This design comes from an exercise in tuning for small area, a short achievable clock period and few clock cycles per item on the open sky130 flow, not from production work.
The RTL was checked by simulation tests, not by an equivalence proof against the original design.
Power is estimated from default activity; no workload was simulated.

Setup of P:
// gf_mul_top
module gf_mul_top
#(
   parameter logic [31:0] FIELD_POLY = 32'h0000_008D
) (
   input  logic        clk,
   input  logic        rst,
   input  logic        wb_cyc_i,
   input  logic        wb_stb_i,
   input  logic        wb_we_i,
   input  logic [3:0]  wb_adr_i,
   input  logic [31:0] wb_dat_i,
   output logic        wb_ack_o,
   output logic [31:0] wb_dat_o
);
   logic [31:0] op_a;
   logic [31:0] op_b;
   logic [62:0] prod_q;
   logic        busy;       
   logic [15:0] mul_b;
   logic [46:0] part;
   logic [31:0] result;
   logic        req;
   logic        wr;
   logic        hold;
   assign req  = wb_cyc_i && wb_stb_i;
   assign wr   = req && wb_we_i;
   assign hold = busy && (wb_we_i ? (wb_adr_i == 4'd1)
                                  : (wb_adr_i == 4'd2 || wb_adr_i == 4'd3 || wb_adr_i == 4'd4));
   assign wb_ack_o = req && !hold;
   assign mul_b = busy ? op_b[15:0] : wb_dat_i[31:16];
   clmul_32x16 u_clmul (.a(op_a), .b(mul_b), .p(part));
   gf_reduce #(.FIELD_POLY(FIELD_POLY)) u_reduce (.product(prod_q), .result(result));
   always_ff @(posedge clk) begin
      if (rst) begin
         op_a   <= '0;
         op_b   <= '0;
         prod_q <= '0;
         busy   <= 1'b0;
      end else begin
         busy <= 1'b0;
         if (busy) begin
            prod_q <= {prod_q[46:0], 16'd0} ^ {16'd0, part};
         end else if (wr && wb_adr_i == 4'd1) begin
            op_b   <= wb_dat_i;
            prod_q <= {16'd0, part};
            busy   <= 1'b1;
         end
  ...
Settings: LEC_CHECK=0, CAP_MARGIN=20, CORE_MARGIN=2, CORE_UTILIZATION=60, SLEW_MARGIN=20; clock period 3.0 ns.
standard.sh (not shown) runs the stock make flow with config.mk's settings and CLKGATE_MAP_FILE= SYNTH_SCRIPT=/design/flow/synth_recipe.tcl, a recipe that flattens the netlist after the stock synthesis.
==> flow/flow/run.sh <==
#!/bin/bash
# The standard layout, with the input and output port buffers made from plain buf cells
set -euo pipefail
bash standard.sh "BUFFER_PORTS_ARGS=-buffer_cell sky130_fd_sc_hd__buf_4" finish > make_finish.log 2>&1
P: no failed stages, no open violations at the end
Testbench counts of P, summed over its fixed seeds: cycles 14,352, items 3,200.
Modified inputs, Q compared to P
-- flow/config.mk --
<<< P, line 9
export CORE_MARGIN = 2
export CORE_UTILIZATION = 60
export SLEW_MARGIN = 20
>>> Q, line 9
export CORE_MARGIN = 2
export CORE_UTILIZATION = 40
export SETUP_SLACK_MARGIN = 0.6
export SLEW_MARGIN = 20
--- outcome ---
Comparing met3 capacity usage during global routing for P and Q, the bigger number came from P.
Cell area after placement in Q is about 2% above P.
Q vs. P: via count rose 2,016, final worst setup slack increased by 0.12 ns relative to the old numbers.
What R does differently from Q at the input level:
-- flow/config.mk --
<<< Q, line 10
export CORE_UTILIZATION = 40
export SETUP_SLACK_MARGIN = 0.6
export SLEW_MARGIN = 20
>>> R, line 10
export CORE_UTILIZATION = 40
export CTS_CLUSTER_DIAMETER = 150
export CTS_CLUSTER_SIZE = 40
export SLEW_MARGIN = 20
[summary]
R: met2 wire length is 4200 µm lower than what Q reported.
Fmax was lower in R than in Q.
Q has higher global-route wire length before repair than R.
Global routing usage on met3: Q and R compared, lower one is R
On setup slack: R sits below Q.
| power density relative to cell area | R vs Q | 34 nW/µm² higher |
Q -> R: vertical die dimension delta 0, exact match
R vs Q: minimum clock period after layout up
NOTE: multi-input combinational area share in R exceeds that of Q
diff inputs: R => S
-- flow/config.mk --
<<< R, line 10
export CORE_UTILIZATION = 40
export CTS_CLUSTER_DIAMETER = 150
export CTS_CLUSTER_SIZE = 40
export SLEW_MARGIN = 20
>>> S, line 10
export CORE_UTILIZATION = 40
export SLEW_MARGIN = 20
==> notes.md <==
- R and S ended up with nearly the same die boundary width.
- Path length in cells of the critical path came out exactly the same in R and S.
- Status: clock skew parity (R, S)
- R -> S: internal power summed over all cells delta 0, exact match
- Reported for R and S, area of placed instances turned out identical to the last digit.
- | clock network power | R vs S | ≈ equal |
- The maximum single-stage delay on the critical path on S is in line with that on R.
- Synthesized cell count: R vs S identical
## Diff of input files: T against S
==> flow/run.sh (new file) <==
#!/bin/bash
# synth_recipe.tcl (not shown) runs the flow's synth.tcl, then flattens the netlist and writes it again
# the make line also repeats each setting of config.mk as NAME=value (left out here)
make -C /OpenROAD-flow-scripts/flow DESIGN_CONFIG=/design/flow/config.mk WORK_HOME=/design/flow/orfs CLKGATE_MAP_FILE= SYNTH_SCRIPT=/design/flow/synth_recipe.tcl finish
-- flow/config.mk --
<<< S, line 10
export CORE_UTILIZATION = 40
export SLEW_MARGIN = 20
>>> T, line 10
export CORE_UTILIZATION = 40
export SETUP_SLACK_MARGIN = 0.7
export SLEW_MARGIN = 20
removed: flow/flow/run.sh
removed: flow/standard.sh
==> comparison <==
Per the comparison of T with S, part of the total power dissipated in the clock network decreased 6.8 points; utilization increased 16 points; via count increased 14%. T: proportion of cell area spent on the clock network is 1.1 points lower than what S reported. Compared with S, T ends up with a larger final cell area. On T: worst setup slack after placement is 0.51 ns lower than what S gave. Taking S as the reference point, the total power of T rises by 0.00034 W. Looking at relative slew slack across T and S, the one that comes out higher is T. T -> S: clock network latency to the later pin of the worst-skew pair flat. Compared with S, T shows a lower period utilization.

========
Setup of rev 12:
gf_mul_top, a different RTL version from the one above (not shown whole).
Size: ~2500 cells after synthesis, about 130 flip-flops, ~74 I/O pins, about 17000 um^2 of cells after synthesis.
clock: 3.0 ns
lec_check: 0
cap_margin: 20
core_margin: 2
core_utilization: 40
setup_slack_margin: 0.15
slew_margin: 20
==> flow/flow/run.sh <==
#!/bin/bash
# The standard layout, with the input and output port buffers made from plain buf cells
set -euo pipefail
bash standard.sh "BUFFER_PORTS_ARGS=-buffer_cell sky130_fd_sc_hd__buf_4" finish > make_finish.log 2>&1
Testbench counts of rev 12, summed over its fixed seeds: cycles 11,152, items 3,200.
Changes in rev 13 relative to rev 12:
==> flow/flow/run.sh <==
#!/bin/bash
# The standard layout, with two changes: the input and output port buffers are made from
# plain buf cells, and a222oi (which the library has in one drive strength only, so timing
# repair cannot size it up) is added to the platform's don't-use list.
set -euo pipefail
DONT_USE="sky130_fd_sc_hd__probe_p_8 sky130_fd_sc_hd__probec_p_8 sky130_fd_sc_hd__lpflow_bleeder_1 sky130_fd_sc_hd__lpflow_clkbufkapwr_1 sky130_fd_sc_hd__lpflow_clkbufkapwr_16 sky130_fd_sc_hd__lpflow_clkbufkapwr_2 sky130_fd_sc_hd__lpflow_clkbufkapwr_4 sky130_fd_sc_hd__lpflow_clkbufkapwr_8 sky130_fd_sc_hd__lpflow_clkinvkapwr_1 sky130_fd_sc_hd__lpflow_clkinvkapwr_16 sky130_fd_sc_hd__lpflow_clkinvkapwr_2 sky130_fd_sc_hd__lpflow_clkinvkapwr_4 sky130_fd_sc_hd__lpflow_clkinvkapwr_8 sky130_fd_sc_hd__lpflow_decapkapwr_12 sky130_fd_sc_hd__lpflow_decapkapwr_3 sky130_fd_sc_hd__lpflow_decapkapwr_4 sky130_fd_sc_hd__lpflow_decapkapwr_6 sky130_fd_sc_hd__lpflow_decapkapwr_8 sky130_fd_sc_hd__lpflow_inputiso0n_1 sky130_fd_sc_hd__lpflow_inputiso0p_1 sky130_fd_sc_hd__lpflow_inputiso1n_1 sky130_fd_sc_hd__lpflow_inputiso1p_1 sky130_fd_sc_hd__lpflow_inputisolatch_1 sky130_fd_sc_hd__lpflow_isobufsrc_1 sky130_fd_sc_hd__lpflow_isobufsrc_16 sky130_fd_sc_hd__lpflow_isobufsrc_2 sky130_fd_sc_hd__lpflow_isobufsrc_4 sky130_fd_sc_hd__lpflow_isobufsrc_8 sky130_fd_sc_hd__lpflow_isobufsrckapwr_16 sky130_fd_sc_hd__lpflow_lsbuf_lh_hl_isowell_tap_1 sky130_fd_sc_hd__lpflow_lsbuf_lh_hl_isowell_tap_2 sky130_fd_sc_hd__lpflow_lsbuf_lh_hl_isowell_tap_4 sky130_fd_sc_hd__lpflow_lsbuf_lh_isowell_4 sky130_fd_sc_hd__lpflow_lsbuf_lh_isowell_tap_1 sky130_fd_sc_hd__lpflow_lsbuf_lh_isowell_tap_2 sky130_fd_sc_hd__lpflow_lsbuf_lh_isowell_tap_4 sky130_fd_sc_hd__a222oi_1"
bash standard.sh "BUFFER_PORTS_ARGS=-buffer_cell sky130_fd_sc_hd__buf_4" "DONT_USE_CELLS=$DONT_USE" finish > make_finish.log 2>&1
--- a/flow/config.mk
+++ b/flow/config.mk
@@ -10,2 +10,2 @@
-export CORE_UTILIZATION = 40
-export SETUP_SLACK_MARGIN = 0.15
+export CORE_UTILIZATION = 55
+export SETUP_SLACK_MARGIN = 0.3
Findings:
- Taking rev 12 as the reference, in rev 13 critical path depth fell by 1, initial core utilization rose by 16 points.
- Against rev 12 as the reference, rev 13 delivers a higher worst path buffer plus inverter count.
- From rev 12 to rev 13 the numbers moved as follows: horizontal extent of the die shows a reduction of 14%, worst hold slack now sits at about the same level, part of the power in combinational logic went up by 0.5 points, highest net fanout along the worst path picked up an extra 7.
- Rev 13 against rev 12: number of non-filler instances in the completed layout went down by 103, routed wire length decreased about 0.64%, worst setup slack went up 0.041 ns, total power after layout down 2.8%.

==> port drivers added, routing unchanged <==
The results above use ideal ports. As a check the final layouts listed here were re-extracted and re-timed, cells and wires unchanged. Step 1 (the two cells are an assumption about what drives the block):
set clk [get_ports {clk}]
set_driving_cell -lib_cell sky130_fd_sc_hd__clkbuf_16 $clk
set_driving_cell -lib_cell sky130_fd_sc_hd__buf_2 [delete_from_list [all_inputs] $clk]
Step 2, shift: input delay + t, output delay - t, t = (earliest + latest rising clock arrival at the registers) / 2. This alone moves slack from input paths to output paths. a / b / c = no drivers / after step 1 / after step 2; a / b = the first two.
run | t (ns) | setup WS [ns] | hold WS [ns] | worst data-port slew with drivers (ns)
P | 0.473 | 0.117 / 0.070 / 0.172 | 0.417 / 0.393 / 0.459 | 0.05
Q | 0.500 | 0.235 / 0.176 / 0.199 | 0.404 / 0.370 / 0.455 | 0.08
R | 0.495 | 0.074 / 0.016 / 0.115 | 0.404 / 0.369 / 0.460 | 0.06
S | 0.495 | 0.074 / 0.016 / 0.115 | 0.404 / 0.369 / 0.460 | 0.06
T | 0.483 | 0.224 / 0.175 / 0.099 | 0.485 / 0.485 / 0.485 | 0.06
rev 12 | 0.490 | 0.257 / 0.232 / 0.154 | 0.455 / 0.443 / 0.455 | 0.06
rev 13 | 0.488 | 0.298 / 0.271 / 0.104 | 0.457 / 0.457 / 0.457 | 0.04
After both steps every run listed still meets setup and hold. For rev 13, which loses most, drivers alone change the setup slack by -0.027 ns; drivers and shift together by -0.194 ns.
